What follows belongs to an exercise in optimizing a design on an open flow for small area and a short achievable clock period; a production flow would make more cautious choices.
RTL that was checked went through simulation tests only; none was proved equivalent to the original.
Only the layout flow was run in runs 4 to 6; the RTL was not checked for function there.
Power figures rest on the tool's default switching activity, not on a simulated workload.

## design/flow/config.mk

```make
export PLATFORM = sky130hd
export DESIGN_NAME = branch_predictor
export DESIGN_NICKNAME = branch_predictor
export VERILOG_FILES = /design/flow/design.v
export SDC_FILE = /design/flow/constraint.sdc
export NUM_CORES = 4
export LEC_CHECK = 0
export CAP_MARGIN = 20
export CORE_MARGIN = 2
export CORE_UTILIZATION = 65
export CTS_BUF_LIST = sky130_fd_sc_hd__clkbuf_8
export CTS_CLUSTER_DIAMETER = 45
export CTS_CLUSTER_SIZE = 18
export SETUP_SLACK_MARGIN = 2.2
export SLEW_MARGIN = 20
export SYNTH_HIERARCHICAL = 1
export SYNTH_MINIMUM_KEEP_SIZE = 0
export TNS_END_PERCENT = 20
```

## design/flow/constraint.sdc

```tcl
create_clock -name core_clock -period 7.0 [get_ports {clk}]
set_input_delay 1.4000 -clock core_clock [delete_from_list [all_inputs] [get_ports {clk}]]
set_output_delay 1.4000 -clock core_clock [all_outputs]
set_load 0.01 [all_outputs]
```

## design/flow/design.v

```verilog
module bp_nand4 (input logic a, b, c, d, output logic y);
  assign y = ~(a & b & c & d);
endmodule
module bp_nand3 (input logic a, b, c, output logic y);
  assign y = ~(a & b & c);
endmodule
module bp_nand2 (input logic a, b, output logic y);
  assign y = ~(a & b);
endmodule
module bp_nor3 (input logic a, b, c, output logic y);
  assign y = ~(a | b | c);
endmodule
module bp_nor2 (input logic a, b, output logic y);
  assign y = ~(a | b);
endmodule
module bp_inv (input logic a, output logic y);
  assign y = ~a;
endmodule
module bp_xnor2 (input logic a, b, output logic y);
  assign y = ~(a ^ b);
endmodule
module bp_a32oi (input logic a1, a2, a3, b1, b2, output logic y);
  assign y = ~((a1 & a2 & a3) | (b1 & b2));
endmodule
module bp_dec (
  input  logic [4:0]  idx,
  output logic [31:0] sel
);
  logic [4:0] idx_n;
  logic [3:0] lo_n;
  logic [7:0] hi_n;
  for (genvar i = 0; i < 5; i++) begin : g_inv
    bp_inv u_iv (.a(idx[i]), .y(idx_n[i]));
  end
  for (genvar i = 0; i < 4; i++) begin : g_lo
    bp_nand2 u_nd (.a(i[0] ? idx[0] : idx_n[0]), .b(i[1] ? idx[1] : idx_n[1]), .y(lo_n[i]));
  end
  for (genvar i = 0; i < 8; i++) begin : g_hi
    bp_nand3 u_nd (.a(i[0] ? idx[2] : idx_n[2]), .b(i[1] ? idx[3] : idx_n[3]),
                   .c(i[2] ? idx[4] : idx_n[4]), .y(hi_n[i]));
  end
  for (genvar k = 0; k < 32; k++) begin : g_sel
    bp_nor2 u_nr (.a(lo_n[k % 4]), .b(hi_n[k / 4]), .y(sel[k]));
  end
endmodule
module bp_rd8 (
  input  logic [7:0] sel,
  input  logic [7:0] d,
  output logic       y
);
  assign y = |(sel & d);
endmodule
module bp_rdbit2_n (
  input  logic [31:0] sel,
  input  logic [31:0] d,
  output logic [1:0]  y_n
);
  logic [3:0] g;
  for (genvar i = 0; i < 4; i++) begin : g_rd
    bp_rd8 u_rd (.sel(sel[8*i +: 8]), .d(d[8*i +: 8]), .y(g[i]));
  end
  bp_nor2 u_nr0 (.a(g[0]), .b(g[1]), .y(y_n[0]));
  bp_nor2 u_nr1 (.a(g[2]), .b(g[3]), .y(y_n[1]));
endmodule
module bp_rdbit (
  input  logic [31:0] sel,
  input  logic [31:0] d,
  output logic        y
);
  logic [1:0] h_n;
  bp_rdbit2_n u_rd (.sel(sel), .d(d), .y_n(h_n));
  bp_nand2    u_nd (.a(h_n[0]), .b(h_n[1]), .y(y));
endmodule
module bp_match_n (
  input  logic [24:0] tag,
  input  logic [24:0] pc_tag,
  input  logic        valid,
  input  logic        ctr1,
  input  logic        sel,
  output logic        m_n
);
  logic [26:0] eq;
  logic [8:0]  l1_n;
  logic [2:0]  l2;
  for (genvar b = 0; b < 25; b++) begin : g_eq
    bp_xnor2 u_eq (.a(tag[b]), .b(pc_tag[b]), .y(eq[b]));
  end
  assign eq[25] = valid;
  assign eq[26] = ctr1;
  for (genvar i = 0; i < 9; i++) begin : g_l1
    bp_nand3 u_nd (.a(eq[3*i]), .b(eq[3*i+1]), .c(eq[3*i+2]), .y(l1_n[i]));
  end
  for (genvar i = 0; i < 3; i++) begin : g_l2
    bp_nor3 u_nr (.a(l1_n[3*i]), .b(l1_n[3*i+1]), .c(l1_n[3*i+2]), .y(l2[i]));
  end
  bp_nand4 u_m (.a(l2[0]), .b(l2[1]), .c(l2[2]), .d(sel), .y(m_n));
endmodule
module bp_inc_n (
  input  logic [31:0] pc,
  output logic [31:0] y_n
);
  assign y_n = ~{pc[31:2] + 30'd1, pc[1:0]};
endmodule
module branch_predictor (
  input  logic        clk,
  input  logic        reset,
  input  logic [31:0] if_pc,
  output logic        pred_taken,
  output logic [31:0] pred_next_pc,
  input  logic        ex_valid,
  input  logic        ex_is_branch,
  input  logic        ex_is_jump,
  input  logic [31:0] ex_pc,
  input  logic [31:0] ex_target,
  input  logic        ex_taken
);
  logic        valid_r  [32];
  logic [24:0] tag_r    [32];
  logic [31:0] target_r [32];
  logic [1:0]  ctr_r    [32];
  logic [31:0] sel_a_s, sel_b_s, m_n_s;
  logic [31:0] col_tgt_s [32];
  logic [1:0]  tgt_h_n_s [32];
  logic [31:0] inc_n_s;
  logic [7:0]  or8_s;
  logic [3:0]  or16_n_s;
  logic [1:0]  or32_s;
  logic [3:0]  pt_n_s, pt_s;
  always_comb
    for (int k = 0; k < 32; k++)
      for (int b = 0; b < 32; b++) col_tgt_s[b][k] = target_r[k][b];
  bp_dec u_dec_a (.idx(if_pc[6:2]), .sel(sel_a_s));
  bp_dec u_dec_b (.idx(if_pc[6:2]), .sel(sel_b_s));
  for (genvar k = 0; k < 32; k++) begin : g_ent
    bp_match_n u_m (.tag(tag_r[k]), .pc_tag(if_pc[31:7]), .valid(valid_r[k]),
                    .ctr1(ctr_r[k][1]), .sel(sel_a_s[k]), .m_n(m_n_s[k]));
  end
  for (genvar i = 0; i < 8; i++) begin : g_or8
    bp_nand4 u_nd (.a(m_n_s[4*i]), .b(m_n_s[4*i+1]), .c(m_n_s[4*i+2]), .d(m_n_s[4*i+3]),
                   .y(or8_s[i]));
  end
  for (genvar i = 0; i < 4; i++) begin : g_or16
    bp_nor2 u_nr (.a(or8_s[2*i]), .b(or8_s[2*i+1]), .y(or16_n_s[i]));
  end
  for (genvar i = 0; i < 2; i++) begin : g_or32
    bp_nand2 u_nd (.a(or16_n_s[2*i]), .b(or16_n_s[2*i+1]), .y(or32_s[i]));
  end
  for (genvar i = 0; i < 4; i++) begin : g_pt
    bp_nor2  u_nr (.a(or32_s[0]), .b(or32_s[1]), .y(pt_n_s[i]));
    bp_nand4 u_nd (.a(or16_n_s[0]), .b(or16_n_s[1]), .c(or16_n_s[2]), .d(or16_n_s[3]),
                   .y(pt_s[i]));
  end
  assign pred_taken = pt_s[0];
  bp_inc_n u_inc (.pc(if_pc), .y_n(inc_n_s));
  for (genvar b = 0; b < 32; b++) begin : g_tgt
    bp_rdbit2_n u_rd  (.sel(sel_b_s), .d(col_tgt_s[b]), .y_n(tgt_h_n_s[b]));
    bp_a32oi    u_out (.a1(pt_s[b / 8]), .a2(tgt_h_n_s[b][0]), .a3(tgt_h_n_s[b][1]),
                       .b1(pt_n_s[b / 8]), .b2(inc_n_s[b]), .y(pred_next_pc[b]));
  end
  logic [31:0] ex_sel_s;
  logic [31:0] col_tag_s [25];
  logic [31:0] col_val_s, col_c0_s, col_c1_s;
  logic [24:0] ex_tag_rd_s;
  logic [26:0] ex_eq_s;
  logic [8:0]  ex_l1_n_s;
  logic [2:0]  ex_l2_s;
  logic [1:0]  ex_ctr_s, ctr_nxt_s;
  logic        ex_hit_n_s, ex_hit_s, upd_s, taken_s;
  always_comb
    for (int k = 0; k < 32; k++) begin
      for (int b = 0; b < 25; b++) col_tag_s[b][k] = tag_r[k][b];
      col_val_s[k] = valid_r[k];
      col_c0_s[k]  = ctr_r[k][0];
      col_c1_s[k]  = ctr_r[k][1];
    end
  bp_dec u_dec_ex (.idx(ex_pc[6:2]), .sel(ex_sel_s));
  for (genvar b = 0; b < 25; b++) begin : g_ex_tag
    bp_rdbit u_rd (.sel(ex_sel_s), .d(col_tag_s[b]), .y(ex_tag_rd_s[b]));
    bp_xnor2 u_eq (.a(ex_tag_rd_s[b]), .b(ex_pc[7+b]), .y(ex_eq_s[b]));
  end
  bp_rdbit u_rd_val (.sel(ex_sel_s), .d(col_val_s), .y(ex_eq_s[25]));
  assign ex_eq_s[26] = 1'b1;
  bp_rdbit u_rd_c0 (.sel(ex_sel_s), .d(col_c0_s), .y(ex_ctr_s[0]));
  bp_rdbit u_rd_c1 (.sel(ex_sel_s), .d(col_c1_s), .y(ex_ctr_s[1]));
  for (genvar i = 0; i < 8; i++) begin : g_ex_l1
    bp_nand3 u_nd (.a(ex_eq_s[3*i]), .b(ex_eq_s[3*i+1]), .c(ex_eq_s[3*i+2]), .y(ex_l1_n_s[i]));
  end
  bp_nand2 u_ex_l1_8 (.a(ex_eq_s[24]), .b(ex_eq_s[25]), .y(ex_l1_n_s[8]));
  for (genvar i = 0; i < 3; i++) begin : g_ex_l2
    bp_nor3 u_nr (.a(ex_l1_n_s[3*i]), .b(ex_l1_n_s[3*i+1]), .c(ex_l1_n_s[3*i+2]), .y(ex_l2_s[i]));
  end
  bp_nand3 u_ex_hit (.a(ex_l2_s[0]), .b(ex_l2_s[1]), .c(ex_l2_s[2]), .y(ex_hit_n_s));
  assign ex_hit_s = ~ex_hit_n_s;
  always_comb begin
    upd_s    = ex_valid && (ex_is_branch || ex_is_jump);
    taken_s  = ex_is_jump || ex_taken;
    if (ex_is_jump)
      ctr_nxt_s = 2'b11;
    else if (!ex_hit_s)
      ctr_nxt_s = 2'b10;
    else if (taken_s)
      ctr_nxt_s = (ex_ctr_s == 2'b11) ? 2'b11 : ex_ctr_s + 2'b01;
    else
      ctr_nxt_s = (ex_ctr_s == 2'b00) ? 2'b00 : ex_ctr_s - 2'b01;
  end
  always_ff @(posedge clk) begin
    if (reset) begin
      for (int i = 0; i < 32; i++) valid_r[i] <= 1'b0;
    end else if (upd_s && taken_s) begin
      valid_r[ex_pc[6:2]] <= 1'b1;
    end
  end
  always_ff @(posedge clk) begin
    if (upd_s && taken_s)
      tag_r[ex_pc[6:2]] <= ex_pc[31:7];
  end
  always_ff @(posedge clk) begin
    if (upd_s && (taken_s || ex_hit_s)) begin
      target_r[ex_pc[6:2]] <= ex_target;
      ctr_r[ex_pc[6:2]]    <= ctr_nxt_s;
    end
  end
endmodule
```

## design/flow/flow/run.sh

```bash
#!/bin/bash
# The standard layout, with the input and output port buffers inserted as buf_2
# instead of the default port buffer cell. All output goes to standard_flow.log here,
# and ORFS keeps each step's own log under orfs/logs/.
set -euo pipefail
here="$(pwd)"
bash standard.sh "BUFFER_PORTS_ARGS=-buffer_cell sky130_fd_sc_hd__buf_2" finish > "$here/standard_flow.log" 2>&1
```

## design/flow/standard.sh

```bash
#!/bin/bash
# synth_recipe.tcl (not shown) runs the flow's synth.tcl, then flattens the netlist and writes it again
# the make line also repeats each setting of config.mk as NAME=value (left out here)
make -C /OpenROAD-flow-scripts/flow DESIGN_CONFIG=/design/flow/config.mk WORK_HOME=/design/flow/orfs CLKGATE_MAP_FILE= SYNTH_SCRIPT=/design/flow/synth_recipe.tcl "${@:-finish}"
```

==> results of run 1 <==
stage by stage:
| step | instance area (um^2) | power [mW] |
|---|---|---|
| floorplan | 79980 | 13.61 |
| global placement | 84820 | 14.28 |
| detailed placement | 84820 | 14.31 |
| CTS | 92170 | 21.56 |
| global route | 93500 | 22.19 |
| finish | 93510 | 21.67 |
cell type report:
cell class	instances	area (um^2)
diodes	7	17.52
clock buffers	181	2491
clock inverters	134	1388
fillers	6927	27730
inverters	53	229.0
multi-input cells	3054	24700
flip-flops and latches	1920	57340
well taps	1625	2033
repair buffers	475	5310
worst max path at each step:
stage | from | to | slack [ns] | cells past startpoint
2_1_floorplan | ex_pc[4] | ctr_r[27][0]$_DFFE_PP_ | 2.04 | 15
3_3_place_gp | ex_pc[4] | target_r[14][6]$_DFFE_PP_ | 0.77 | 17
3_5_place_dp | ex_pc[4] | target_r[14][6]$_DFFE_PP_ | 0.66 | 17
4_1_cts | if_pc[22] | pred_next_pc[27] | 1.97 | 15
5_1_grt | if_pc[22] | pred_next_pc[22] | 1.79 | 16
6_report | if_pc[22] | pred_next_pc[22] | 1.79 | 16
modules after synthesis, one instance, submodules excluded, a selection:
module            times used  cells  area, um^2
bp_nand3                 321      1       5.005
bp_xnor2                 825      1       8.758
bp_nor3                   99      1       10.01
bp_a32oi                  32      1       8.758
bp_rd8                   240      5       36.28
bp_nand2                  43      1       3.754
branch_predictor           1   2124       58400
bp_inc_n                   1     85       594.3
bp_nand4                  44      1       6.256
bp_inv                    15      1       3.754
kinds of logic after synthesis:
| group | Yosys count | share of synthesized area [%] |
|---|---|---|
| flip-flops | 1920 | 72.45 |
| AND/OR/NAND/NOR | 1135 | 7.960 |
| AO/OA/AOI/OAI | 1027 | 9.739 |
| XOR/XNOR | 853 | 9.440 |
| buffers and inverters | 74 | 0.3747 |
| adder cells (fa/ha/maj) | 3 | 0.04110 |
state kept, by name, summed over array words and instances (netlist names):
signal    cells
target_r   1024
tag_r       800
ctr_r        64
valid_r      32
what timing repair did:
action,4_1_cts,5_1_grt
buffers inserted,78,42
hold buffers,0,0
setup endpoints to repair,1153,924
resized for setup,418,129
hold endpoints to repair,0,0
cloned,36,22
pin swaps,127,99
critical path, cell delays in order:
cell and delay (ns):
buf_12 0.11, buf_12 0.14, buf_16 0.16, xnor2_1 0.23
nand3_2 0.15, nor3_4 0.23, nand4_1 0.12, nand4_1 0.11
nor2_2 0.08, buf_6 0.15, nand2_8 0.11, buf_6 0.11
nor2_4 0.03, buf_12 0.15, a32oi_2 0.30, buf_2 0.21
power by group through the flow:
stage          logic, mW  registers (mW)  clock network, mW
2_1_floorplan      0.613            13.0                  0
3_3_place_gp        1.29            13.0                  0
3_5_place_dp        1.31            13.0                  0
4_1_cts             1.52            12.7               7.29
5_1_grt             1.72            12.8               7.72
6_report            1.67            12.7               7.26
Yosys cell counts (all sizes together) (8+ instances only):
library cell	count	area, um^2
nor4	8	56.30
nor2	261	982.2
inv	53	198.9
dfxtp	32	640.6
nand2	66	247.7
a22oi	960	7207
xor2	20	175.2
xnor2	833	7296
a32oi	32	280.3
nor3	120	1106
clkbuf	11	42.54
nand4	297	1864
buf	10	55.05
edfxtp	1888	56690
nand3	338	1697
o22ai	32	200.2
routing by layer:
layer | wire length, um | GRT usage [%] | up-vias | share of wire [%]
met1 | 92270 | 56.98 | 25880 | 38
met2 | 105500 | 54.00 | 3670 | 44
met3 | 36100 | 10.97 | 472 | 15
li1 | - | - | 21720 | -
met5 | 49 | 0 | - | 0.020
met4 | 7683 | 11.51 | 10 | 3.2
==> results.json, run 1 <==
{
  "required_ns": 5.60,
  "preCtsSetupSlack_ns": 0.6580,
  "grt_antenna_before_repair": 16,
  "sw_frac_of_total_pct": 24.11,
  "die_w_um": 352.9,
  "power_switching_mw": 5.223,
  "reg2reg_from": "tag_r[26][13]$_DFFE_PP_",
  "drtIter0Drc": 8057,
  "start_util_pct": 65.28,
  "die-area_um2": 124600,
  "routed_via_density": 6.948,
  "synth_area_um2": 79140,
  "leakagePower_nw": 28.14,
  "grt_pass1_wl_mm": 336.1,
  "wl_per_cell_um": 32.43,
  "pwr-share-seq_pct": 58.8,
  "synth_area_per_cell_um2": 15.79,
  "status": "complete, no violations",
  "rr_worst_depth": 14,
  "layout_setup_ws_ns": 1.789,
  "cts-buffers-inserted": 173,
  "final_nets": 5780,
  "grt-ovfl-total": 0,
  "grt_usage_pct": 37.82,
  "postRouteAntennaNets": 0,
  "tightest_slew_ns": 1.164,
  "min_path_cells": 2,
  "wirelength_mm": 241.6,
  "ys_ff_latch": 1920,
  "fin_util_pct": 77.13,
  "finalClockSkew_ns": 0.04945,
  "drtPass1Iterations": 6,
  "vias": 51750,
  "min_path_type": "reg2reg",
  "min_period_over_period_pct": 74.44,
  "arrival_ns": 3.81,
  "hold_viol": 0,
  "placed_cells": 6949,
  "io_pins": 135,
  "end_kind": "output pin",
  "io_buffer_count": 132,
  "htree_levels": 4,
  "fp-row-count": 128,
  "clock-sinks": 1920,
  "clkLatencyLatePin_ns": 0.95,
  "critPathKind": "in2out",
  "worstHoldStart": "valid_r[20]$_DFF_P_",
  "p_per_area_nw_per_um2": 231.7,
  "power.internal_mw": 16.44,
  "ys_types": 44,
  "post-dp-hpwl_mm": 145.9,
  "die_y_um": 352.9,
  "r2r-end": "target_r[22][31]$_DFFE_PP_",
  "clk_path_buf_depth": 3,
  "max_freq_mhz": 191.9,
  "core-area_um2": 121200,
  "synth_fp_nets": 5115,
  "area_delta_synth_final_pct": 18.15,
  "fin_crit_ns": 5.211,
  "drc": 0,
  "grt_pass1_vias": 48670,
  "rrSetupSlack_ns": 3.17,
  "timing.hold.ws_ns": 0.4906,
  "synth_edf_count": 1888,
  "ys.flop_type": "edfxtp_1",
  "synth_warnings": 12,
  "drv_slew": 0,
  "cts_tree": "yes",
  "fin_setup_tns_ns": 0,
  "p_comb_share_pct": 7.7,
  "startpoint_type": "input pin",
  "power.share.clock_pct": 33.5,
  "hold_path_end": "valid_r[20]$_DFF_P_",
  "relSlewSlack_pct": 22.17,
  "async_reset_ff_share_pct": 0,
  "ys_seq_area_share_pct": 72.45,
  "layout_common_cells": "edfxtp_1 (1888), a22oi_1 (951), xnor2_1 (784)",
  "root_buffer": "clkbuf_8",
  "synth_cells": 5012,
  "gp_congestion": 0.9128,
  "layout-drive-gt1-share_pct": 21.82,
  "crit_fanout": 8,
  "ir_drop_mv": 0.3406,
  "setup_viol_count_final": 0,
  "max_cap_violations": 0,
  "fin_cells": 7449,
  "final_common_cell": "edfxtp_1",
  "rsz0062_at_grt": "true",
  "grt_max_degree": 41,
  "path_clk_slew_ns": 0.09
}
==> inputs of run 2 (changes only) <==
==> design/flow/flow/run.sh (replaced) <==
#!/bin/bash
# The standard layout, with the input and output port buffers inserted as buf_4
# instead of the default port buffer cell. All output goes to standard_flow.log here,
# and ORFS keeps each step's own log under orfs/logs/.
set -euo pipefail
here="$(pwd)"
bash standard.sh "BUFFER_PORTS_ARGS=-buffer_cell sky130_fd_sc_hd__buf_4" finish > "$here/standard_flow.log" 2>&1
==> run 2 against run 1 <==
Effect of this change:
- still clean
- first-iteration DRC count grew 4.3%
- synthesized cell count is the same
- flip-flop and latch count stayed put
==> results.json, run 2 <==
{
  "grt_antenna_before_repair": 13,
  "rsz0062_at_grt": "true",
  "p_per_area_nw_per_um2": 231.4,
  "drtIter0Drc": 8402,
  "synth_edf_count": 1888,
  "min_path_cells": 2,
  "required_ns": 5.60,
  "die-area_um2": 124600,
  "max_cap_violations": 0,
  "synth_warnings": 12,
  "grt_pass1_wl_mm": 342.2,
  "crit_fanout": 11,
  "synth_area_per_cell_um2": 15.79,
  "reg2reg_from": "tag_r[27][16]$_DFFE_PP_",
  "arrival_ns": 3.63,
  "grt_max_degree": 41,
  "finalClockSkew_ns": 0.05309,
  "clkLatencyLatePin_ns": 0.96,
  "vias": 51790,
  "die_y_um": 352.9,
  "cts-buffers-inserted": 172,
  "synth_area_leaders": "edfxtp_1 (72%), xnor2_1 (9.2%), a22oi_1 (9.1%)",
  "rrSetupSlack_ns": 3.29,
  "grt_pass1_vias": 49670,
  "multiInputGateArea_um2": 24990,
  "tightest_slew_ns": 1.179,
  "fin_crit_ns": 5.029,
  "clk_path_buf_depth": 3,
  "largest_register_ffs": 1024,
  "worstHoldStart": "valid_r[16]$_DFF_P_",
  "wirelength_mm": 244.6,
  "postRouteAntennaNets": 0,
  "root_buffer": "clkbuf_8",
  "synth_most_common_cell": "edfxtp_1",
  "wl_per_cell_um": 33.10,
  "ys_types": 44,
  "area_delta_synth_final_pct": 19.14,
  "io_buffer_count": 132,
  "min_period_over_period_pct": 71.84,
  "synth_cells": 5012,
  "yosysTopAreaCell": "edfxtp_1",
  "htree_levels": 4,
  "path_clk_slew_ns": 0.09,
  "ys_ff_latch": 1920,
  "cp_common_cell": "buf_4",
  "cts_tree": "yes",
  "hold_viol": 0,
  "slowest_delay_ns": 0.47,
  "synth_area_um2": 79140,
  "end_kind": "output pin",
  "io_pins": 135,
  "grt-ovfl-total": 0,
  "drv_slew": 0,
  "final_common_cell": "edfxtp_1",
  "synth_top_cells_by_count": "edfxtp_1 (1888), a22oi_1 (960), xnor2_1 (833)",
  "crit_chain": "buf_12, clkinvlp_4, nand2_8, buf_8, buf_4, nor2_4, a22oi_1, nand4_1, nor2_1, a32oi_4, buf_4",
  "routed_via_density": 7.008,
  "synth_fp_nets": 5115,
  "ys.flop_type": "edfxtp_1",
  "critPathKind": "in2out",
  "core-area_um2": 121200,
  "ir_drop_mv": 0.3369,
  "relSlewSlack_pct": 21.17,
  "cts_hold_buffers": 0,
  "startpoint_type": "input pin",
  "clock-sinks": 1920,
  "preCtsSetupSlack_ns": 0.7678,
  "rr_worst_depth": 13,
  "leakagePower_nw": 28.64,
  "yosys.area.top_type_share_pct": 71.64,
  "max_freq_mhz": 198.8,
  "drc": 0,
  "gp_congestion": 0.9124,
  "layout_setup_ws_ns": 1.971,
  "layout_common_cells": "edfxtp_1 (1888), a22oi_1 (955), xnor2_1 (726)",
  "layout-drive-gt1-share_pct": 22.04,
  "fp-row-count": 128,
  "fillCellCount": 6919,
  "crit_buf_inv": 5,
  "async_reset_ff_share_pct": 0,
  "min_path_type": "reg2reg",
  "cp_top_family": "buffers and inverters",
  "final_nets": 5720,
  "post-dp-hpwl_mm": 145.8,
  "grt_usage_pct": 38.75,
  "setup_viol_count_final": 0,
  "critPathLaunch": "if_pc[2]",
  "regArea_um2": 57340,
  "start_util_pct": 65.28,
  "drtPass1Iterations": 7,
  "r2r-end": "target_r[27][15]$_DFFE_PP_",
  "status": "complete, no violations",
  "hold_path_end": "valid_r[16]$_DFF_P_",
  "die_w_um": 352.9,
  "ys_seq_area_share_pct": 72.45,
  "fin_setup_tns_ns": 0,
  "critPathSlowestCell": "nor2_4"
}
[run 2: cells by family (layout without fill, tap and decap cells)]
family,after synthesis,after routing,share of synthesized area [%]
xor+xnor,853,853,9.440
other cells,0,8,0
simple gates,1135,1141,7.960
buf+inv,74,813,0.3747
fa+ha+maj,3,3,0.04110
flops,1920,1920,72.45
compound gates,1027,1027,9.739
[run 2: report_power, final]
group / switching [mW] / total, mW / internal (mW)
combinational: 1.08 / 1.68 / 0.595
sequential: 0.0425 / 12.7 / 12.7
clock: 4.11 / 7.40 / 3.29
total: 5.24 / 21.8 / 16.6
[run 2: what timing repair did]
action | 4_1_cts | 5_1_grt
cloned | 36 | 3
gates resized for setup | 509 | 87
setup buffers | 98 | 8
setup endpoints to repair | 1120 | 1005
endpoints found under the hold margin | 0 | 0
pin swaps | 172 | 69
[run 2: per-module statistics from Yosys, one instance, submodules excluded, excerpt]
module,copies in the design,flip-flops and latches
bp_a32oi,32,0
branch_predictor,1,1920
bp_xnor2,825,0
bp_inc_n,1,0
bp_inv,15,0
bp_nor2,224,0
bp_nand2,43,0
bp_rd8,240,0
bp_nor3,99,0
bp_nand4,44,0
bp_nand3,321,0
[run 2: layer usage]
| layer | share of wire (%) | vias to the layer above | track usage, % |
|---|---|---|---|
| li1 | - | 21550 | - |
| met1 | 37 | 25720 | 56.74 |
| met2 | 42 | 3956 | 53.52 |
| met3 | 16 | 555 | 12.98 |
| met4 | 4.3 | 8 | 16.62 |
| met5 | 0.018 | - | 0 |
[run 2: worst max-delay path by stage]
| stage | endpoint | slack (ns) | cells past startpoint |
|---|---|---|---|
| 6_report | pred_next_pc[10] | 1.97 | 11 |
| 5_1_grt | pred_next_pc[10] | 1.98 | 13 |
| 4_1_cts | pred_next_pc[14] | 2.13 | 12 |
| 3_5_place_dp | target_r[12][6]$_DFFE_PP_ | 0.77 | 18 |
| 3_3_place_gp | target_r[12][2]$_DFFE_PP_ | 0.88 | 18 |
| 2_1_floorplan | ctr_r[27][0]$_DFFE_PP_ | 2.04 | 15 |
[run 2: worst min-delay path, stage by stage, from the launching register on]
cell     delay [ns]
dfxtp_1        0.33
inv_1          0.05
o22ai_1        0.06
[run 2: final cells by class]
class | instances | share of cell area, %
multi-input combinational | 3024 | 26.51
timing repair buffer | 446 | 6.044
inverter | 53 | 0.2588
sequential | 1920 | 60.81
clock buffer | 184 | 2.686
antenna | 8 | 0.02123
tap | 1625 | 2.156
clock inverter | 130 | 1.522
[run 2: per-stage QoR]
step / utilization (%) / cell area [um^2] / std cells / hold slack [ns] / total power [mW]
3_3_place_gp: 70.01 / 84870 / 6923 / 0.4641 / 14.28
2_1_floorplan: - / 79980 / 5012 / 0.4532 / 13.61
6_report: 77.78 / 94290 / 7390 / 0.4890 / 21.82
5_1_grt: 77.77 / 94290 / 7388 / 0.4974 / 22.31
3_5_place_dp: 70.01 / 84880 / 6923 / 0.4713 / 14.30
4_1_cts: 77.19 / 93580 / 7371 / 0.4853 / 21.72
==> inputs of run 3 (changes only) <==
--- a/design/flow/config.mk
+++ b/design/flow/config.mk
@@ -11,7 +11,7 @@
 export CTS_BUF_LIST = sky130_fd_sc_hd__clkbuf_8
 export CTS_CLUSTER_DIAMETER = 45
 export CTS_CLUSTER_SIZE = 18
-export SETUP_SLACK_MARGIN = 2.2
+export SETUP_SLACK_MARGIN = 2.4
 export SLEW_MARGIN = 20
 export SYNTH_HIERARCHICAL = 1
 export SYNTH_MINIMUM_KEEP_SIZE = 0
==> run 3 against run 2 <==
Effect of this change:
- still clean on timing, DRC and antenna
- worst hold slack barely moved
- clock power about the same
- routed wire length increased by 2.8%
- first-iteration DRC count increased by 9.4%
- via count grew 1.6%
- clock skew fell by 0.010 ns
- combinational power increased by 4%
- critical path type unchanged
- largest power group unchanged
- highest routed layer unchanged
==> results.json, run 3 <==
{
  "wl_per_cell_um": 33.71,
  "final_nets": 5785,
  "max_cap_violations": 0,
  "die-area_um2": 124600,
  "final_common_cell": "edfxtp_1",
  "synth_fp_nets": 5115,
  "io_buffer_count": 132,
  "drtIter0Drc": 9190,
  "startpoint_type": "input pin",
  "start_util_pct": 65.28,
  "grt-ovfl-total": 0,
  "leakagePower_nw": 29.12,
  "cts_hold_buffers": 0,
  "synth_area_um2": 79140,
  "cts_tree": "yes",
  "ys_types": 44,
  "fin_setup_tns_ns": 0,
  "p_per_area_nw_per_um2": 229.3,
  "yosys.area.top_type_share_pct": 71.64,
  "clk_path_buf_depth": 3,
  "setup_viol_count_final": 0,
  "tightest_slew_ns": 1.125,
  "largest_register_ffs": 1024,
  "grt_max_degree": 41,
  "synth_most_common_cell": "edfxtp_1",
  "arrival_ns": 3.65,
  "clkLatencyLatePin_ns": 0.96,
  "drtPass1Iterations": 8,
  "layout-drive-gt1-share_pct": 23.65,
  "post-dp-hpwl_mm": 145.8,
  "critPathLaunch": "if_pc[21]",
  "fp-row-count": 128,
  "die_y_um": 352.9,
  "io_pins": 135,
  "routed_via_density": 7.055,
  "cts-buffers-inserted": 172,
  "clock-sinks": 1920,
  "end_kind": "output pin",
  "status": "complete, no violations",
  "gp_congestion": 0.9124,
  "finalClockSkew_ns": 0.04272,
  "required_ns": 5.60,
  "relSlewSlack_pct": 24.81,
  "synth_area_leaders": "edfxtp_1 (72%), xnor2_1 (9.2%), a22oi_1 (9.1%)",
  "postRouteAntennaNets": 0,
  "grt_usage_pct": 39.30,
  "ys_ff_latch": 1920,
  "multiInputGateArea_um2": 25510,
  "power_mw": 21.90,
  "fillCellCount": 6737,
  "htree_levels": 4,
  "placed_area_um2": 84880,
  "grt_pass1_vias": 50130,
  "final_cell_area_um2": 95490,
  "fin_cells": 7457,
  "yosysTopAreaCell": "edfxtp_1",
  "max_freq_mhz": 198.2,
  "regArea_um2": 57340,
  "synth_top_cells_by_count": "edfxtp_1 (1888), a22oi_1 (960), xnor2_1 (833)",
  "vias": 52610,
  "reg2reg_from": "tag_r[31][16]$_DFFE_PP_",
  "crit_fanout": 8,
  "root_buffer": "clkbuf_8",
  "min_period_over_period_pct": 72.09,
  "synth_area_per_cell_um2": 15.79,
  "ys_seq_area_share_pct": 72.45,
  "grt_pass1_wl_mm": 346.9,
  "fin_util_pct": 78.76,
  "layout_setup_ws_ns": 1.953,
  "grt_antenna_before_repair": 13,
  "ys.flop_type": "edfxtp_1",
  "critPathKind": "in2out",
  "die_w_um": 352.9,
  "worstHoldStart": "valid_r[11]$_DFF_P_",
  "drv_slew": 0,
  "path_clk_slew_ns": 0.07,
  "async_reset_ff_share_pct": 0,
  "hold_viol": 0,
  "timing.hold.ws_ns": 0.4891,
  "wirelength_mm": 251.4,
  "min_path_type": "reg2reg",
  "fin_crit_ns": 5.047,
  "synth_warnings": 12,
  "preCtsSetupSlack_ns": 0.7678,
  "rsz0062_at_grt": "true",
  "placed_cells": 6923,
  "synth_edf_count": 1888,
  "area_delta_synth_final_pct": 20.65,
  "ir_drop_mv": 0.3200,
  "synth_cells": 5012,
  "layout_common_cells": "edfxtp_1 (1888), a22oi_1 (947), xnor2_1 (712)",
  "drc": 0,
  "core-area_um2": 121200
}
run 3: kinds of logic after synthesis:
family / count (synthesis) / share of synthesized area (%)
flip-flops: 1920 / 72.45
AND/OR/NAND/NOR: 1135 / 7.960
AO/OA/AOI/OAI: 1027 / 9.739
XOR/XNOR: 853 / 9.440
buffers and inverters: 74 / 0.3747
adder cells (fa/ha/maj): 3 / 0.04110
run 3: power breakdown:
| group | switching (mW) | internal [mW] |
|---|---|---|
| clock network | 4.12 | 3.29 |
| logic | 1.12 | 0.631 |
| registers | 0.0432 | 12.7 |
| total | 5.28 | 16.6 |
run 3: layer usage:
| layer | up-vias | GRT usage, % | wire, um |
|---|---|---|---|
| met3 | 575 | 12.04 | 40770 |
| met4 | 4 | 16.32 | 10560 |
| met2 | 4142 | 54.61 | 107400 |
| met5 | - | 0 | 20 |
| li1 | 21720 | - | - |
| met1 | 26170 | 58.28 | 92620 |
run 3: critical path, cell delays in order:
cell and delay (ns):
buf_16 0.14, buf_12 0.16, xnor2_2 0.25, nand3_2 0.14
nor3_4 0.26, nand4_1 0.12, nand4_1 0.15, nor2_4 0.07
buf_8 0.15, nand2_8 0.10, nor2_4 0.06, buf_12 0.15
a32oi_2 0.18, buf_4 0.18, buf_6 0.10
run 3: cell type report:
cell class / instances / area share (%)
Antenna cell: 10 / 0.02621
Clock buffer: 184 / 2.652
Clock inverter: 130 / 1.503
Inverter: 53 / 0.2555
Multi-Input combinational cell: 3038 / 26.71
Sequential cell: 1920 / 60.05
Tap cell: 1625 / 2.129
Timing Repair Buffer: 497 / 6.678
run 3: path summary, 6_finish.rpt:
kind	endpoint	slack, ns	depth (start not counted)
worst max register to register	target_r[9][22]$_DFFE_PP_	3.25	13
worst min-delay path	valid_r[11]$_DFF_P_	0.49	2
worst min register to register	valid_r[11]$_DFF_P_	0.49	2
worst max-delay path	pred_next_pc[13]	1.95	15
run 3: repair_timing:
| action | 4_1_cts | 5_1_grt |
|---|---|---|
| hold endpoints to repair | 0 | 0 |
| setup buffers | 102 | 48 |
| pin swaps | 192 | 102 |
| gates resized for setup | 570 | 124 |
| cloned | 44 | 15 |
| setup endpoints to repair | 1153 | 1094 |
run 3: modules after synthesis (local to each module, per instance), excerpt:
module	copies in the design	cells inside
bp_inc_n	1	85
bp_xnor2	825	1
bp_nor3	99	1
bp_nand3	321	1
bp_nand2	43	1
bp_inv	15	1
bp_a32oi	32	1
branch_predictor	1	2124
bp_nand4	44	1
bp_nor2	224	1
bp_rd8	240	5
==> inputs of run 4 (changes only) <==
--- a/design/flow/design.v
+++ b/design/flow/design.v
@@ -18,6 +18,9 @@
 endmodule
 module bp_xnor2 (input logic a, b, output logic y);
   assign y = ~(a ^ b);
+endmodule
+module bp_mux2i (input logic s, a0, a1, output logic y);
+  assign y = ~(s ? a1 : a0);
 endmodule
 module bp_a32oi (input logic a1, a2, a3, b1, b2, output logic y);
   assign y = ~((a1 & a2 & a3) | (b1 & b2));
@@ -74,6 +77,7 @@
 module bp_match_n (
   input  logic [24:0] tag,
   input  logic [24:0] pc_tag,
+  input  logic [24:0] pc_tag_n,
   input  logic        valid,
   input  logic        ctr1,
   input  logic        sel,
@@ -83,7 +87,7 @@
   logic [8:0]  l1_n;
   logic [2:0]  l2;
   for (genvar b = 0; b < 25; b++) begin : g_eq
-    bp_xnor2 u_eq (.a(tag[b]), .b(pc_tag[b]), .y(eq[b]));
+    bp_mux2i u_eq (.s(tag[b]), .a0(pc_tag[b]), .a1(pc_tag_n[b]), .y(eq[b]));
   end
   assign eq[25] = valid;
   assign eq[26] = ctr1;
@@ -119,6 +123,7 @@
   logic [31:0] target_r [32];
   logic [1:0]  ctr_r    [32];
   logic [31:0] sel_a_s, sel_b_s, m_n_s;
+  logic [24:0] pc_tag_n_s;
   logic [31:0] col_tgt_s [32];
   logic [1:0]  tgt_h_n_s [32];
   logic [31:0] inc_n_s;
@@ -131,8 +136,12 @@
       for (int b = 0; b < 32; b++) col_tgt_s[b][k] = target_r[k][b];
   bp_dec u_dec_a (.idx(if_pc[6:2]), .sel(sel_a_s));
   bp_dec u_dec_b (.idx(if_pc[6:2]), .sel(sel_b_s));
+  for (genvar b = 0; b < 25; b++) begin : g_pcn
+    bp_inv u_iv (.a(if_pc[7+b]), .y(pc_tag_n_s[b]));
+  end
   for (genvar k = 0; k < 32; k++) begin : g_ent
-    bp_match_n u_m (.tag(tag_r[k]), .pc_tag(if_pc[31:7]), .valid(valid_r[k]),
+    bp_match_n u_m (.tag(tag_r[k]), .pc_tag(if_pc[31:7]), .pc_tag_n(pc_tag_n_s),
+                    .valid(valid_r[k]),
                     .ctr1(ctr_r[k][1]), .sel(sel_a_s[k]), .m_n(m_n_s[k]));
   end
   for (genvar i = 0; i < 8; i++) begin : g_or8
==> design/flow/run.sh (new file) <==
#!/bin/bash
# synth_recipe.tcl (not shown) runs the flow's synth.tcl, then flattens the netlist and writes it again
# the make line also repeats each setting of config.mk as NAME=value (left out here)
make -C /OpenROAD-flow-scripts/flow DESIGN_CONFIG=/design/flow/config.mk WORK_HOME=/design/flow/orfs CLKGATE_MAP_FILE= SYNTH_SCRIPT=/design/flow/synth_recipe.tcl finish
--- a/design/flow/config.mk
+++ b/design/flow/config.mk
@@ -11,7 +11,7 @@
 export CTS_BUF_LIST = sky130_fd_sc_hd__clkbuf_8
 export CTS_CLUSTER_DIAMETER = 45
 export CTS_CLUSTER_SIZE = 18
-export SETUP_SLACK_MARGIN = 2.4
+export SETUP_SLACK_MARGIN = 2.2
 export SLEW_MARGIN = 20
 export SYNTH_HIERARCHICAL = 1
 export SYNTH_MINIMUM_KEEP_SIZE = 0
removed: design/flow/flow/run.sh
removed: design/flow/standard.sh
==> run 4 against run 3 <==
Effect of this change:
- total power shrank 0.28%
- synthesized area grew 1.5%
- first-iteration DRC count shrank 7.1%
- critical path type unchanged
- largest power group unchanged
==> results.json, run 4 <==
{
  "yosysTopAreaCell": "edfxtp_1",
  "io_buffer_count": 132,
  "crit_chain": "buf_12, clkinvlp_4, clkbuf_16, mux2i_2, nand3_2, nor3_4, nand4_1, nand4_1, nor2_1, buf_4, nand2_8, nor2_4, buf_12, a32oi_2, buf_4, buf_6",
  "routed_via_density": 7.272,
  "grt-ovfl-total": 0,
  "reg2reg_from": "tag_r[5][17]$_DFFE_PP_",
  "die_w_um": 355.5,
  "leakagePower_nw": 31.56,
  "wl_per_cell_um": 35.78,
  "crit_buf_inv": 7,
  "ir_drop_mv": 0.2460,
  "worstHoldStart": "valid_r[27]$_DFF_P_",
  "die_y_um": 355.5,
  "area_delta_synth_final_pct": 18.86,
  "final_cell_area_um2": 95460,
  "cts_tree": "yes",
  "wirelength_mm": 270.7,
  "slowest_delay_ns": 0.48,
  "fillCellCount": 7005,
  "power_mw": 21.84,
  "largest_register_ffs": 1024,
  "regArea_um2": 57340,
  "ys_seq_area_share_pct": 71.39,
  "postRouteAntennaNets": 0,
  "start_util_pct": 65.72,
  "synth_fp_nets": 5148,
  "synth_warnings": 12,
  "drv_slew": 0,
  "clkLatencyLatePin_ns": 1.00,
  "synth_area_per_cell_um2": 15.92,
  "fp-row-count": 128,
  "status": "complete, no violations",
  "hold_viol": 0,
  "layout_common_cells": "edfxtp_1 (1888), a22oi_1 (960), mux2i_1 (792)",
  "async_reset_ff_share_pct": 0,
  "placed_area_um2": 87660,
  "root_buffer": "clkbuf_8",
  "clock-sinks": 1920,
  "vias": 55020,
  "grt_antenna_before_repair": 10,
  "rsz0062_at_grt": "true",
  "grt_max_degree": 41,
  "yosys.area.top_type_share_pct": 70.59,
  "drc": 0,
  "fin_crit_ns": 5.493,
  "cp_top_family": "buffers and inverters",
  "synth_most_common_cell": "edfxtp_1",
  "grt_pass1_vias": 53720,
  "gp_congestion": 1.015,
  "final_nets": 5900,
  "clk_path_buf_depth": 3,
  "critPathLaunch": "if_pc[11]",
  "path_clk_slew_ns": 0.09,
  "synth_top_cells_by_count": "edfxtp_1 (1888), a22oi_1 (960), mux2i_1 (800)",
  "grt_pass1_wl_mm": 380.7,
  "required_ns": 5.60,
  "synth_area_leaders": "edfxtp_1 (71%), mux2i_1 (10%), a22oi_1 (9.0%)",
  "max_freq_mhz": 182.1,
  "fin_setup_tns_ns": 0,
  "synth_cells": 5045,
  "drtIter0Drc": 8534,
  "io_pins": 135,
  "relSlewSlack_pct": 20.67,
  "setup_viol_count_final": 0,
  "layout-drive-gt1-share_pct": 21.81,
  "die-area_um2": 126400,
  "ys_ff_latch": 1920,
  "crit_fanout": 8,
  "synth_area_um2": 80310,
  "synth_edf_count": 1888,
  "multiInputGateArea_um2": 25480,
  "cts-buffers-inserted": 176,
  "htree_levels": 4,
  "p_per_area_nw_per_um2": 228.7,
  "ys.flop_type": "edfxtp_1",
  "arrival_ns": 4.09,
  "post-dp-hpwl_mm": 160.6,
  "tightest_slew_ns": 1.187,
  "timing.hold.ws_ns": 0.4834,
  "critPathSlowestCell": "nor3_4",
  "grt_usage_pct": 42.81,
  "finalClockSkew_ns": 0.05797,
  "cts_hold_buffers": 0,
  "startpoint_type": "input pin",
  "drtPass1Iterations": 6,
  "final_common_cell": "edfxtp_1",
  "min_period_over_period_pct": 78.47,
  "end_kind": "output pin",
  "critPathKind": "in2out",
  "ys_types": 46,
  "min_path_type": "reg2reg",
  "max_cap_violations": 0,
  "core-area_um2": 122200
}
[run 4: layer usage]
| metal | wire length (um) | GRT usage (%) | up-vias |
|---|---|---|---|
| met3 | 33720 | 11.11 | 790 |
| met2 | 124300 | 65.80 | 4045 |
| met1 | 92140 | 54.69 | 27420 |
| met4 | 20560 | 27.37 | 10 |
| li1 | - | - | 22760 |
| met5 | 46 | 0 | - |
[run 4: what timing repair did]
item,CTS,global route
setup buffers,131,15
endpoints found under the hold margin,0,0
gates cloned,40,1
endpoints found under the setup margin,1166,1104
gates resized for setup,592,68
pin swaps,127,39
[run 4: worst min-delay path: stages, from the launching register on]
cell and delay [ns]:
dfxtp_1 0.33, inv_1 0.05, o22ai_1 0.06
[run 4: cell type report]
type / instances / area share (%)
Antenna cell: 3 / 0.007864
Clock buffer: 181 / 2.610
Clock inverter: 138 / 1.561
Inverter: 78 / 0.4089
Multi-Input combinational cell: 3051 / 26.70
Sequential cell: 1920 / 60.06
Tap cell: 1625 / 2.130
Timing Repair Buffer: 563 / 6.470
Timing Repair inverter: 7 / 0.05505
[run 4: logic make-up after synthesis]
| logic type | count (synthesis) | share of synthesized area, % |
|---|---|---|
| DFF | 1920 | 71.39 |
| and+or+nand+nor | 1143 | 7.894 |
| AOI/OAI and AO/OA | 1027 | 9.614 |
| muxes | 800 | 9.971 |
| buffers and inverters | 99 | 0.5141 |
| xor gates and xnor gates | 53 | 0.5780 |
| adders and majority gates | 3 | 0.04050 |
[run 4: per-module statistics from Yosys, one instance, submodules excluded, a selection]
module,copies in the design,flops+latches
bp_inv,40,0
bp_mux2i,800,0
bp_nand2,43,0
bp_nor3,99,0
bp_xnor2,25,0
bp_rd8,240,0
bp_nand3,321,0
branch_predictor,1,1920
bp_nor2,224,0
bp_nand4,44,0
bp_a32oi,32,0
bp_inc_n,1,0
[run 4: where the power goes]
| part | total [mW] | leakage [nW] | internal, mW | switching [mW] |
|---|---|---|---|---|
| combinational | 1.60 | 12.2 | 0.490 | 1.11 |
| clock | 7.49 | 2.00 | 3.24 | 4.25 |
| sequential | 12.7 | 17.3 | 12.7 | 0.0418 |
[run 4: path summary, 6_finish.rpt]
| path | to | slack (ns) | depth (start not counted) |
|---|---|---|---|
| max | pred_next_pc[14] | 1.51 | 16 |
| min reg2reg | valid_r[27]$_DFF_P_ | 0.48 | 2 |
| max reg2reg | target_r[13][18]$_DFFE_PP_ | 3.38 | 13 |
| min | valid_r[27]$_DFF_P_ | 0.48 | 2 |
[run 4: stage by stage]
step | utilization, % | worst slack [ns] | cells
global placement | 71.74 | 0.3313 | 7051
detailed placement | 71.73 | 0.2453 | 7051
finish | 78.12 | 1.507 | 7566
floorplan | - | 2.052 | 5045
CTS | 77.75 | 1.728 | 7541
global route | 78.12 | 1.465 | 7565
==> inputs of run 5 (changes only) <==
--- a/design/flow/design.v
+++ b/design/flow/design.v
@@ -18,6 +18,15 @@
 endmodule
 module bp_xnor2 (input logic a, b, output logic y);
   assign y = ~(a ^ b);
+endmodule
+module bp_a22oi (input logic a1, a2, b1, b2, output logic y);
+  assign y = ~((a1 & a2) | (b1 & b2));
+endmodule
+module bp_a222oi (input logic a1, a2, b1, b2, c1, c2, output logic y);
+  assign y = ~((a1 & a2) | (b1 & b2) | (c1 & c2));
+endmodule
+module bp_xor2 (input logic a, b, output logic y);
+  assign y = a ^ b;
 endmodule
 module bp_mux2i (input logic s, a0, a1, output logic y);
   assign y = ~(s ? a1 : a0);
@@ -73,6 +82,23 @@
   logic [1:0] h_n;
   bp_rdbit2_n u_rd (.sel(sel), .d(d), .y_n(h_n));
   bp_nand2    u_nd (.a(h_n[0]), .b(h_n[1]), .y(y));
+endmodule
+module bp_rdbit_c_n (
+  input  logic [31:0] sel,
+  input  logic [31:0] d,
+  output logic        y_n
+);
+  logic [10:0] t_n;
+  logic [2:0]  g;
+  for (genvar i = 0; i < 10; i++) begin : g_ao
+    bp_a222oi u_ao (.a1(sel[3*i]), .a2(d[3*i]), .b1(sel[3*i+1]), .b2(d[3*i+1]),
+                    .c1(sel[3*i+2]), .c2(d[3*i+2]), .y(t_n[i]));
+  end
+  bp_a22oi u_ao10 (.a1(sel[30]), .a2(d[30]), .b1(sel[31]), .b2(d[31]), .y(t_n[10]));
+  bp_nand4 u_nd0 (.a(t_n[0]), .b(t_n[1]), .c(t_n[2]), .d(t_n[3]), .y(g[0]));
+  bp_nand4 u_nd1 (.a(t_n[4]), .b(t_n[5]), .c(t_n[6]), .d(t_n[7]), .y(g[1]));
+  bp_nand3 u_nd2 (.a(t_n[8]), .b(t_n[9]), .c(t_n[10]), .y(g[2]));
+  bp_nor3  u_nr  (.a(g[0]), .b(g[1]), .c(g[2]), .y(y_n));
 endmodule
 module bp_match_n (
   input  logic [24:0] tag,
@@ -169,7 +195,6 @@
   logic [31:0] ex_sel_s;
   logic [31:0] col_tag_s [25];
   logic [31:0] col_val_s, col_c0_s, col_c1_s;
-  logic [24:0] ex_tag_rd_s;
   logic [26:0] ex_eq_s;
   logic [8:0]  ex_l1_n_s;
   logic [2:0]  ex_l2_s;
@@ -183,14 +208,19 @@
       col_c1_s[k]  = ctr_r[k][1];
     end
   bp_dec u_dec_ex (.idx(ex_pc[6:2]), .sel(ex_sel_s));
+  logic [24:0] ex_tag_rd_n_s;
+  logic        ex_val_rd_n_s;
+  logic [1:0]  ex_ctr_rd_n_s;
   for (genvar b = 0; b < 25; b++) begin : g_ex_tag
-    bp_rdbit u_rd (.sel(ex_sel_s), .d(col_tag_s[b]), .y(ex_tag_rd_s[b]));
-    bp_xnor2 u_eq (.a(ex_tag_rd_s[b]), .b(ex_pc[7+b]), .y(ex_eq_s[b]));
-  end
-  bp_rdbit u_rd_val (.sel(ex_sel_s), .d(col_val_s), .y(ex_eq_s[25]));
+    bp_rdbit_c_n u_rd (.sel(ex_sel_s), .d(col_tag_s[b]), .y_n(ex_tag_rd_n_s[b]));
+    bp_xor2      u_eq (.a(ex_tag_rd_n_s[b]), .b(ex_pc[7+b]), .y(ex_eq_s[b]));
+  end
+  bp_rdbit_c_n u_rd_val (.sel(ex_sel_s), .d(col_val_s), .y_n(ex_val_rd_n_s));
+  bp_inv       u_iv_val (.a(ex_val_rd_n_s), .y(ex_eq_s[25]));
   assign ex_eq_s[26] = 1'b1;
-  bp_rdbit u_rd_c0 (.sel(ex_sel_s), .d(col_c0_s), .y(ex_ctr_s[0]));
-  bp_rdbit u_rd_c1 (.sel(ex_sel_s), .d(col_c1_s), .y(ex_ctr_s[1]));
+  bp_rdbit_c_n u_rd_c0 (.sel(ex_sel_s), .d(col_c0_s), .y_n(ex_ctr_rd_n_s[0]));
+  bp_rdbit_c_n u_rd_c1 (.sel(ex_sel_s), .d(col_c1_s), .y_n(ex_ctr_rd_n_s[1]));
+  assign ex_ctr_s = ~ex_ctr_rd_n_s;
   for (genvar i = 0; i < 8; i++) begin : g_ex_l1
     bp_nand3 u_nd (.a(ex_eq_s[3*i]), .b(ex_eq_s[3*i+1]), .c(ex_eq_s[3*i+2]), .y(ex_l1_n_s[i]));
   end
==> run 5 against run 4 <==
Effect of this change:
- still clean on timing, DRC and antenna
- final area down 0.80%
- synthesized cell count down 4.5%
- clock-buffer cell count increased by 1
- routed wire length is 3.7% lower
- register-to-register slack worse by 0.31 ns
- non-clock buffer count decreased by 20
- worst setup slack better by 0.035 ns
- sequential power is essentially flat
- first-iteration DRC count is 10% higher
- sequential share of layout area increased by 0.49 points
- utilization fell by 0.43 points
- global-route usage shrank 2.2 points
- critical path type unchanged
- largest power group unchanged
==> results.json, run 5 <==
{
  "critPathKind": "in2out",
  "grt-ovfl-total": 0,
  "max_freq_mhz": 183.2,
  "layout_common_cells": "edfxtp_1 (1888), mux2i_1 (780), a22oi_1 (510)",
  "min_path_cells": 2,
  "power.internal_mw": 16.26,
  "synth_cells": 4819,
  "fp-row-count": 128,
  "drtPass1Iterations": 9,
  "rr_worst_depth": 13,
  "cts-buffers-inserted": 174,
  "finalClockSkew_ns": 0.05439,
  "grt_pass1_vias": 52090,
  "drv_slew": 0,
  "p_comb_share_pct": 7.4,
  "min_period_over_period_pct": 77.97,
  "hold_path_end": "valid_r[15]$_DFF_P_",
  "pwr-share-seq_pct": 59.2,
  "clk_path_buf_depth": 3,
  "root_buffer": "clkbuf_8",
  "yosys.area.top_type_share_pct": 71.04,
  "setup_viol_count_final": 0,
  "synth_most_common_cell": "edfxtp_1",
  "preCtsSetupSlack_ns": 0.01991,
  "gp_congestion": 0.9684,
  "required_ns": 5.60,
  "start_util_pct": 65.49,
  "synth_area_um2": 79810,
  "fin_crit_ns": 5.458,
  "rrSetupSlack_ns": 3.07,
  "core-area_um2": 121900,
  "r2r-end": "target_r[0][24]$_DFFE_PP_",
  "post-dp-hpwl_mm": 160.0,
  "worstHoldStart": "valid_r[15]$_DFF_P_",
  "arrival_ns": 4.06,
  "end_kind": "output pin",
  "ys_types": 45,
  "wirelength_mm": 260.7,
  "async_reset_ff_share_pct": 0,
  "fin_cells": 7284,
  "cts_tree": "yes",
  "slowest_delay_ns": 0.46,
  "power_switching_mw": 5.263,
  "clock-sinks": 1920,
  "final_cell_area_um2": 94690,
  "die_y_um": 354.4,
  "largest_register_ffs": 1024,
  "ys_ff_latch": 1920,
  "startpoint_type": "input pin",
  "die-area_um2": 125600,
  "ir_drop_mv": 0.2686,
  "timing.hold.ws_ns": 0.4903,
  "critPathSlowestCell": "nor3_4",
  "leakagePower_nw": 31.43,
  "routed_via_density": 7.389,
  "htree_levels": 4,
  "max_cap_violations": 0,
  "ys_seq_area_share_pct": 71.84,
  "vias": 53820,
  "placed_area_um2": 87500,
  "ys.flop_type": "edfxtp_1",
  "sw_frac_of_total_pct": 24.45,
  "synth_warnings": 12,
  "layout_setup_ws_ns": 1.542,
  "fillCellCount": 6963,
  "final_nets": 5622,
  "crit_chain": "buf_4, clkinvlp_4, buf_12, buf_4, mux2i_1, nand3_2, nor3_4, nand4_1, nand4_1, nor2_4, buf_12, nand4_1, buf_6, a32oi_1, buf_4, buf_2",
  "postRouteAntennaNets": 0,
  "p_per_area_nw_per_um2": 227.3,
  "layout-drive-gt1-share_pct": 22.90,
  "grt_usage_pct": 40.60,
  "tightest_slew_ns": 1.195,
  "rsz0062_at_grt": "true",
  "synth_area_per_cell_um2": 16.56,
  "synth_edf_count": 1888,
  "final_common_cell": "edfxtp_1",
  "io_pins": 135,
  "yosysTopAreaCell": "edfxtp_1",
  "fin_setup_tns_ns": 0,
  "crit_buf_inv": 8,
  "grt_antenna_before_repair": 10,
  "io_buffer_count": 132,
  "status": "complete, no violations",
  "wl_per_cell_um": 35.80,
  "drtIter0Drc": 9427,
  "grt_max_degree": 41,
  "placed_cells": 6846,
  "synth_top_cells_by_count": "edfxtp_1 (1888), mux2i_1 (800), a22oi_1 (512)",
  "grt_pass1_wl_mm": 363.5,
  "cp_top_family": "buffers and inverters",
  "crit_fanout": 12,
  "clkLatencyLatePin_ns": 0.97,
  "min_path_type": "reg2reg",
  "power.share.clock_pct": 33.4,
  "die_w_um": 354.4,
  "reg2reg_from": "tag_r[12][12]$_DFFE_PP_",
  "relSlewSlack_pct": 20.12,
  "synth_area_leaders": "edfxtp_1 (71%), mux2i_1 (10%), a22oi_1 (4.8%)",
  "path_clk_slew_ns": 0.09,
  "hold_viol": 0,
  "drc": 0,
  "synth_fp_nets": 4922,
  "area_delta_synth_final_pct": 18.64
}
run 5: area by class of cell:
class | instances | area [um^2] | share of cell area [%]
flip-flops and latches | 1920 | 57340 | 60.55
multi-input cells | 2803 | 24800 | 26.19
repair buffers | 543 | 6350 | 6.706
clock buffers | 182 | 2505 | 2.645
well taps | 1625 | 2033 | 2.147
clock inverters | 131 | 1301 | 1.374
inverters | 77 | 362.8 | 0.3832
diodes | 3 | 7.507 | 0.007928
run 5: timing repair:
action,4_1_cts,5_1_grt
pin swaps,114,84
setup endpoints to repair,1153,1153
setup buffers,46,45
gates cloned,8,12
hold buffers,0,0
gates resized for setup,519,144
run 5: per-module statistics from Yosys (local to each module, per instance), excerpt:
module	copies in the design	area, um^2	flip-flops and latches	cells
bp_inc_n	1	594.3	0	85
bp_a22oi	28	12.51	0	1
bp_nor3	127	10.01	0	1
bp_a222oi	280	10.01	0	1
bp_a32oi	32	8.758	0	1
bp_nor2	168	3.754	0	1
bp_inv	41	3.754	0	1
bp_nand2	15	3.754	0	1
run 5: stage by stage:
step	power, mW	util [%]
after floorplan	13.58	-
after global placement	14.33	71.75
after detailed placement	14.37	71.79
after CTS	21.44	76.66
after global routing	22.01	77.69
final	21.52	77.69
run 5: power by group through the flow:
stage	clock [mW]	combinational [mW]	sequential (mW)
3_3_place_gp	0	1.33	13.0
2_1_floorplan	0	0.583	13.0
4_1_cts	7.21	1.48	12.7
5_1_grt	7.62	1.64	12.8
6_report	7.20	1.58	12.7
3_5_place_dp	0	1.36	13.0
run 5: how the worst max path moves through the flow:
stage / depth (start not counted) / slack, ns / start / to
floorplan: 14 / 1.87 / ex_pc[2] / ctr_r[27][0]$_DFFE_PP_
global placement: 11 / 0.06 / if_pc[13] / pred_next_pc[31]
detailed placement: 11 / 0.02 / if_pc[13] / pred_next_pc[31]
CTS: 15 / 1.72 / if_pc[9] / pred_next_pc[17]
global route: 12 / 1.56 / if_pc[16] / pred_next_pc[17]
finish: 16 / 1.54 / if_pc[13] / pred_next_pc[19]
run 5: worst reg2reg max path, cell delays in order, from the launching register on:
cell,delay (ns)
edfxtp_1,0.43
a222oi_1,0.52
nand4_1,0.32
nor3_2,0.25
xor2_1,0.19
nand3_2,0.13
nor3_4,0.34
nand3_2,0.19
nand2b_1,0.17
a21oi_4,0.09
buf_12,0.20
nor4b_4,0.36
buf_6,0.23
clkbuf_16,0.22
run 5: layer usage:
metal | GRT usage [%] | routed length, um
met1 | 53.76 | 90670
met2 | 61.66 | 118900
met3 | 9.116 | 31760
met4 | 25.69 | 19290
met5 | 0 | 158
run 5: kinds of logic (layout without fill, tap and decap cells):
logic type / Yosys count / after routing / synth area share [%]
flip-flops: 1920 / 1920 / 71.84
AND/OR/NAND/NOR: 1057 / 1060 / 7.613
AO/OA/AOI/OAI: 889 / 889 / 9.411
multiplexers: 800 / 800 / 10.03
buffers and inverters: 99 / 933 / 0.5079
XOR/XNOR: 53 / 53 / 0.5816
adder cells (fa/ha/maj): 1 / 1 / 0.01567
other: 0 / 3 / 0
==> inputs of run 6 (changes only) <==
--- a/design/flow/design.v
+++ b/design/flow/design.v
@@ -27,9 +27,6 @@
 endmodule
 module bp_xor2 (input logic a, b, output logic y);
   assign y = a ^ b;
-endmodule
-module bp_mux2i (input logic s, a0, a1, output logic y);
-  assign y = ~(s ? a1 : a0);
 endmodule
 module bp_a32oi (input logic a1, a2, a3, b1, b2, output logic y);
   assign y = ~((a1 & a2 & a3) | (b1 & b2));
@@ -103,7 +100,6 @@
 module bp_match_n (
   input  logic [24:0] tag,
   input  logic [24:0] pc_tag,
-  input  logic [24:0] pc_tag_n,
   input  logic        valid,
   input  logic        ctr1,
   input  logic        sel,
@@ -113,7 +109,7 @@
   logic [8:0]  l1_n;
   logic [2:0]  l2;
   for (genvar b = 0; b < 25; b++) begin : g_eq
-    bp_mux2i u_eq (.s(tag[b]), .a0(pc_tag[b]), .a1(pc_tag_n[b]), .y(eq[b]));
+    bp_xnor2 u_eq (.a(tag[b]), .b(pc_tag[b]), .y(eq[b]));
   end
   assign eq[25] = valid;
   assign eq[26] = ctr1;
@@ -149,7 +145,6 @@
   logic [31:0] target_r [32];
   logic [1:0]  ctr_r    [32];
   logic [31:0] sel_a_s, sel_b_s, m_n_s;
-  logic [24:0] pc_tag_n_s;
   logic [31:0] col_tgt_s [32];
   logic [1:0]  tgt_h_n_s [32];
   logic [31:0] inc_n_s;
@@ -162,12 +157,8 @@
       for (int b = 0; b < 32; b++) col_tgt_s[b][k] = target_r[k][b];
   bp_dec u_dec_a (.idx(if_pc[6:2]), .sel(sel_a_s));
   bp_dec u_dec_b (.idx(if_pc[6:2]), .sel(sel_b_s));
-  for (genvar b = 0; b < 25; b++) begin : g_pcn
-    bp_inv u_iv (.a(if_pc[7+b]), .y(pc_tag_n_s[b]));
-  end
   for (genvar k = 0; k < 32; k++) begin : g_ent
-    bp_match_n u_m (.tag(tag_r[k]), .pc_tag(if_pc[31:7]), .pc_tag_n(pc_tag_n_s),
-                    .valid(valid_r[k]),
+    bp_match_n u_m (.tag(tag_r[k]), .pc_tag(if_pc[31:7]), .valid(valid_r[k]),
                     .ctr1(ctr_r[k][1]), .sel(sel_a_s[k]), .m_n(m_n_s[k]));
   end
   for (genvar i = 0; i < 8; i++) begin : g_or8
--- a/design/flow/config.mk
+++ b/design/flow/config.mk
@@ -15,4 +15,3 @@
 export SLEW_MARGIN = 20
 export SYNTH_HIERARCHICAL = 1
 export SYNTH_MINIMUM_KEEP_SIZE = 0
-export TNS_END_PERCENT = 20
==> run 6 against run 5 <==
Effect of this change:
- still clean
- clock skew grew 0.024 ns
- register-to-register slack worse by 0.17 ns
- non-clock buffer count up 19
- global-route usage decreased by 1.6 points
- via count down 3.4%
- cell count shrank 0.33%
- final area shrank 1.3%
- worst setup slack better by 0.15 ns
- total power rose by 1.3%
- maximum frequency up 2.8%
==> results.json, run 6 <==
{
  "final_nets": 5602,
  "drv_slew": 0,
  "p_comb_share_pct": 7.7,
  "routed_via_density": 7.159,
  "wirelength_mm": 249.4,
  "startpoint_type": "input pin",
  "relSlewSlack_pct": 25.58,
  "die_y_um": 352.1,
  "io_buffer_count": 132,
  "tightest_slew_ns": 1.114,
  "use_met1_pct": 58.02,
  "grt_busiest_layer": "met1",
  "status": "complete, no violations",
  "sw_frac_of_total_pct": 24.40,
  "min_period_over_period_pct": 75.84,
  "yosysTopAreaCell": "edfxtp_1",
  "wl_per_cell_um": 34.35,
  "synth_warnings": 12,
  "min_path_type": "reg2reg",
  "ys_seq_area_share_pct": 72.79,
  "synth_area_um2": 78770,
  "start_util_pct": 65.57,
  "vias": 51980,
  "synth_cells": 4781,
  "power_switching_mw": 5.321,
  "rr_worst_depth": 15,
  "cts_tree": "yes",
  "clk_path_buf_depth": 3,
  "synth_area_per_cell_um2": 16.47,
  "finalClockSkew_ns": 0.07845,
  "layout_common_cells": "edfxtp_1 (1888), xnor2_1 (781), a22oi_1 (512)",
  "grt_use_met2_pct": 53.63,
  "htree_levels": 4,
  "arrival_ns": 3.91,
  "drtPass1Iterations": 7,
  "clock-sinks": 1920,
  "setup_viol_count_final": 0,
  "fin_cells": 7260,
  "fin_setup_tns_ns": 0,
  "crit_fanout": 7,
  "fin_crit_ns": 5.309,
  "pwr-share-seq_pct": 58.4,
  "max_freq_mhz": 188.4,
  "postRouteAntennaNets": 0,
  "layout-drive-gt1-share_pct": 22.49,
  "clkLatencyLatePin_ns": 0.97,
  "grt_pass1_vias": 48960,
  "critPathKind": "in2out",
  "cts-buffers-inserted": 174,
  "die-area_um2": 124000,
  "die_w_um": 352.1,
  "ys_ff_latch": 1920,
  "grt_max_degree": 41,
  "max_cap_violations": 0,
  "power.internal_mw": 16.48,
  "synth_top_cells_by_count": "edfxtp_1 (1888), xnor2_1 (808), a22oi_1 (512)",
  "ys_types": 50,
  "crit_chain": "buf_12, buf_16, buf_16, xnor2_1, nand3_1, nor3_2, nand4_1, nand4_1, nor2_2, buf_6, nand2_4, nor2_4, buf_6, a32oi_1, buf_4, buf_6",
  "async_reset_ff_share_pct": 0,
  "final_common_cell": "edfxtp_1",
  "synth_area_leaders": "edfxtp_1 (72%), xnor2_1 (9.0%), a22oi_1 (4.9%)",
  "path_clk_slew_ns": 0.09,
  "critPathSlowestCell": "nand4_1",
  "gp_congestion": 0.9528,
  "slowest_delay_ns": 0.24,
  "io_pins": 135,
  "grt_antenna_before_repair": 6,
  "cp_common_cell": "buf_6",
  "cts_hold_buffers": 0,
  "placed_cells": 6791,
  "power.share.clock_pct": 33.9,
  "grt-ovfl-total": 0,
  "min_path_cells": 2,
  "synth_fp_nets": 4884,
  "p_per_area_nw_per_um2": 233.3,
  "hold_viol": 0,
  "largest_register_ffs": 1024,
  "yosys.area.top_type_share_pct": 71.98,
  "required_ns": 5.60,
  "grt_usage_pct": 38.97,
  "drtIter0Drc": 10100,
  "drc": 0,
  "synth_most_common_cell": "edfxtp_1",
  "synth_edf_count": 1888,
  "fp-row-count": 127,
  "leakagePower_nw": 28.26,
  "ir_drop_mv": 0.2530,
  "area_delta_synth_final_pct": 18.67,
  "post-dp-hpwl_mm": 147.2,
  "ys.flop_type": "edfxtp_1",
  "rsz0062_at_grt": "true",
  "core-area_um2": 120100,
  "grt_use_met3_pct": 14.35,
  "end_kind": "output pin",
  "root_buffer": "clkbuf_8",
  "grt_pass1_wl_mm": 343.9
}
run 6: cell count changes in the layout (fill, tap and decap cells not counted), moves of 42 or more:
cell	before	now
mux2i_1	780	0
nand3_1	282	328
nand3_2	71	29
nor2_4	116	74
nor3_4	70	21
xnor2_1	8	781
run 6: metrics by stage:
step	area (um^2)	total power, mW	utilization, %	setup slack [ns]	hold WS [ns]
detailed placement	86030	14.40	71.62	0.1346	0.4736
global route	93460	22.30	77.80	1.676	0.5019
finish	93470	21.80	77.81	1.691	0.4891
CTS	92620	21.72	77.10	1.839	0.4878
global placement	86050	14.37	71.63	0.2778	0.4642
floorplan	79580	13.62	-	1.847	0.4526
run 6: critical path: cells and delay by family:
family,cells,cell delay [ns]
compound gates,1,0.19
xor+xnor,1,0.22
simple gates,7,0.97
buf+inv,7,1.09
run 6: kinds of logic after synthesis:
kind of cell / Yosys count / share of synthesized area, %
buffers and inverters: 77 / 0.4337
XOR/XNOR: 853 / 9.485
AO/OA/AOI/OAI: 889 / 9.553
AND/OR/NAND/NOR: 1041 / 7.720
flip-flops: 1920 / 72.79
adder cells (fa/ha/maj): 1 / 0.01588
run 6: metal layers:
layer  share of wire, %  wire length (um)  up-vias
li1                   -                 -    21340
met1                 37             92160    26060
met2                 42            104900     4084
met3                 18             44150      490
met4                3.3              8136        4
met5              0.020                50        -
run 6: power by group through the flow:
stage	clock network (mW)	registers, mW	logic [mW]
after floorplan	0	13.0	0.620
after global placement	0	13.0	1.36
after detailed placement	0	13.0	1.39
after CTS	7.42	12.7	1.56
after global routing	7.83	12.8	1.72
final	7.39	12.7	1.67
run 6: timing repair:
action                                  in CTS  in global routing
buffers inserted                            72                 35
cloned                                      24                 13
pin swaps                                   97                 74
endpoints found under the setup margin    1153               1097
resized for setup                          470                 81
run 6: cell type report:
| class | instances | area [um^2] |
|---|---|---|
| diodes | 6 | 15.01 |
| clock buffers | 187 | 2574 |
| clock inverters | 132 | 1410 |
| fillers | 6888 | 26660 |
| inverters | 54 | 217.7 |
| multi-input cells | 2787 | 23340 |
| flip-flops and latches | 1920 | 57340 |
| well taps | 1612 | 2017 |
| repair buffers | 562 | 6560 |
run 6: per-module statistics from Yosys (local to each module, per instance), a selection:
module     flip-flops and latches  times used
bp_a22oi                        0          28
bp_xnor2                        0         800
bp_a32oi                        0          32
bp_nand2                        0          15
bp_inc_n                        0           1
bp_inv                          0          16
bp_nor3                         0         127
bp_nand4                        0         100
bp_rd8                          0         128
bp_a222oi                       0         280
run 6: worst paths after layout:
| check | startpoint | to | slack [ns] |
|---|---|---|---|
| setup / recovery | if_pc[26] | pred_next_pc[31] | 1.69 |
| hold / removal | valid_r[13]$_DFF_P_ | valid_r[13]$_DFF_P_ | 0.49 |
| setup reg to reg | tag_r[21][21]$_DFFE_PP_ | target_r[29][24]$_DFFE_PP_ | 2.90 |
| hold reg to reg | valid_r[13]$_DFF_P_ | valid_r[13]$_DFF_P_ | 0.49 |

afterwards: timing with drivers on the ports:
The results above use ideal ports. As a check the final layouts listed here were re-extracted and re-timed, cells and wires unchanged.
Step 1, drivers: a clkbuf_16 drives clk and a buf_2 each remaining input, both assumed.
Step 2 times the ports against the registers' clock, not the clock port: input delays grow and output delays shrink by t, the midpoint of the rising clock arrivals with the driver on.
a / b / c = no drivers / after step 1 / after step 2; a / b = the first two.
run | t, ns | setup WS [ns]
run 1 | 1.011 | 1.789 / 1.663 / 1.098
run 2 | 1.016 | 1.971 / 1.619 / 1.098
run 3 | 1.010 | 1.953 / 1.602 / 1.213
run 4 | 1.056 | 1.507 / 1.444 / 1.103
run 5 | 1.023 | 1.542 / 1.514 / 1.130
run 6 | 0.997 | 1.691 / 1.636 / 1.063
After both steps every run listed still meets setup and hold.
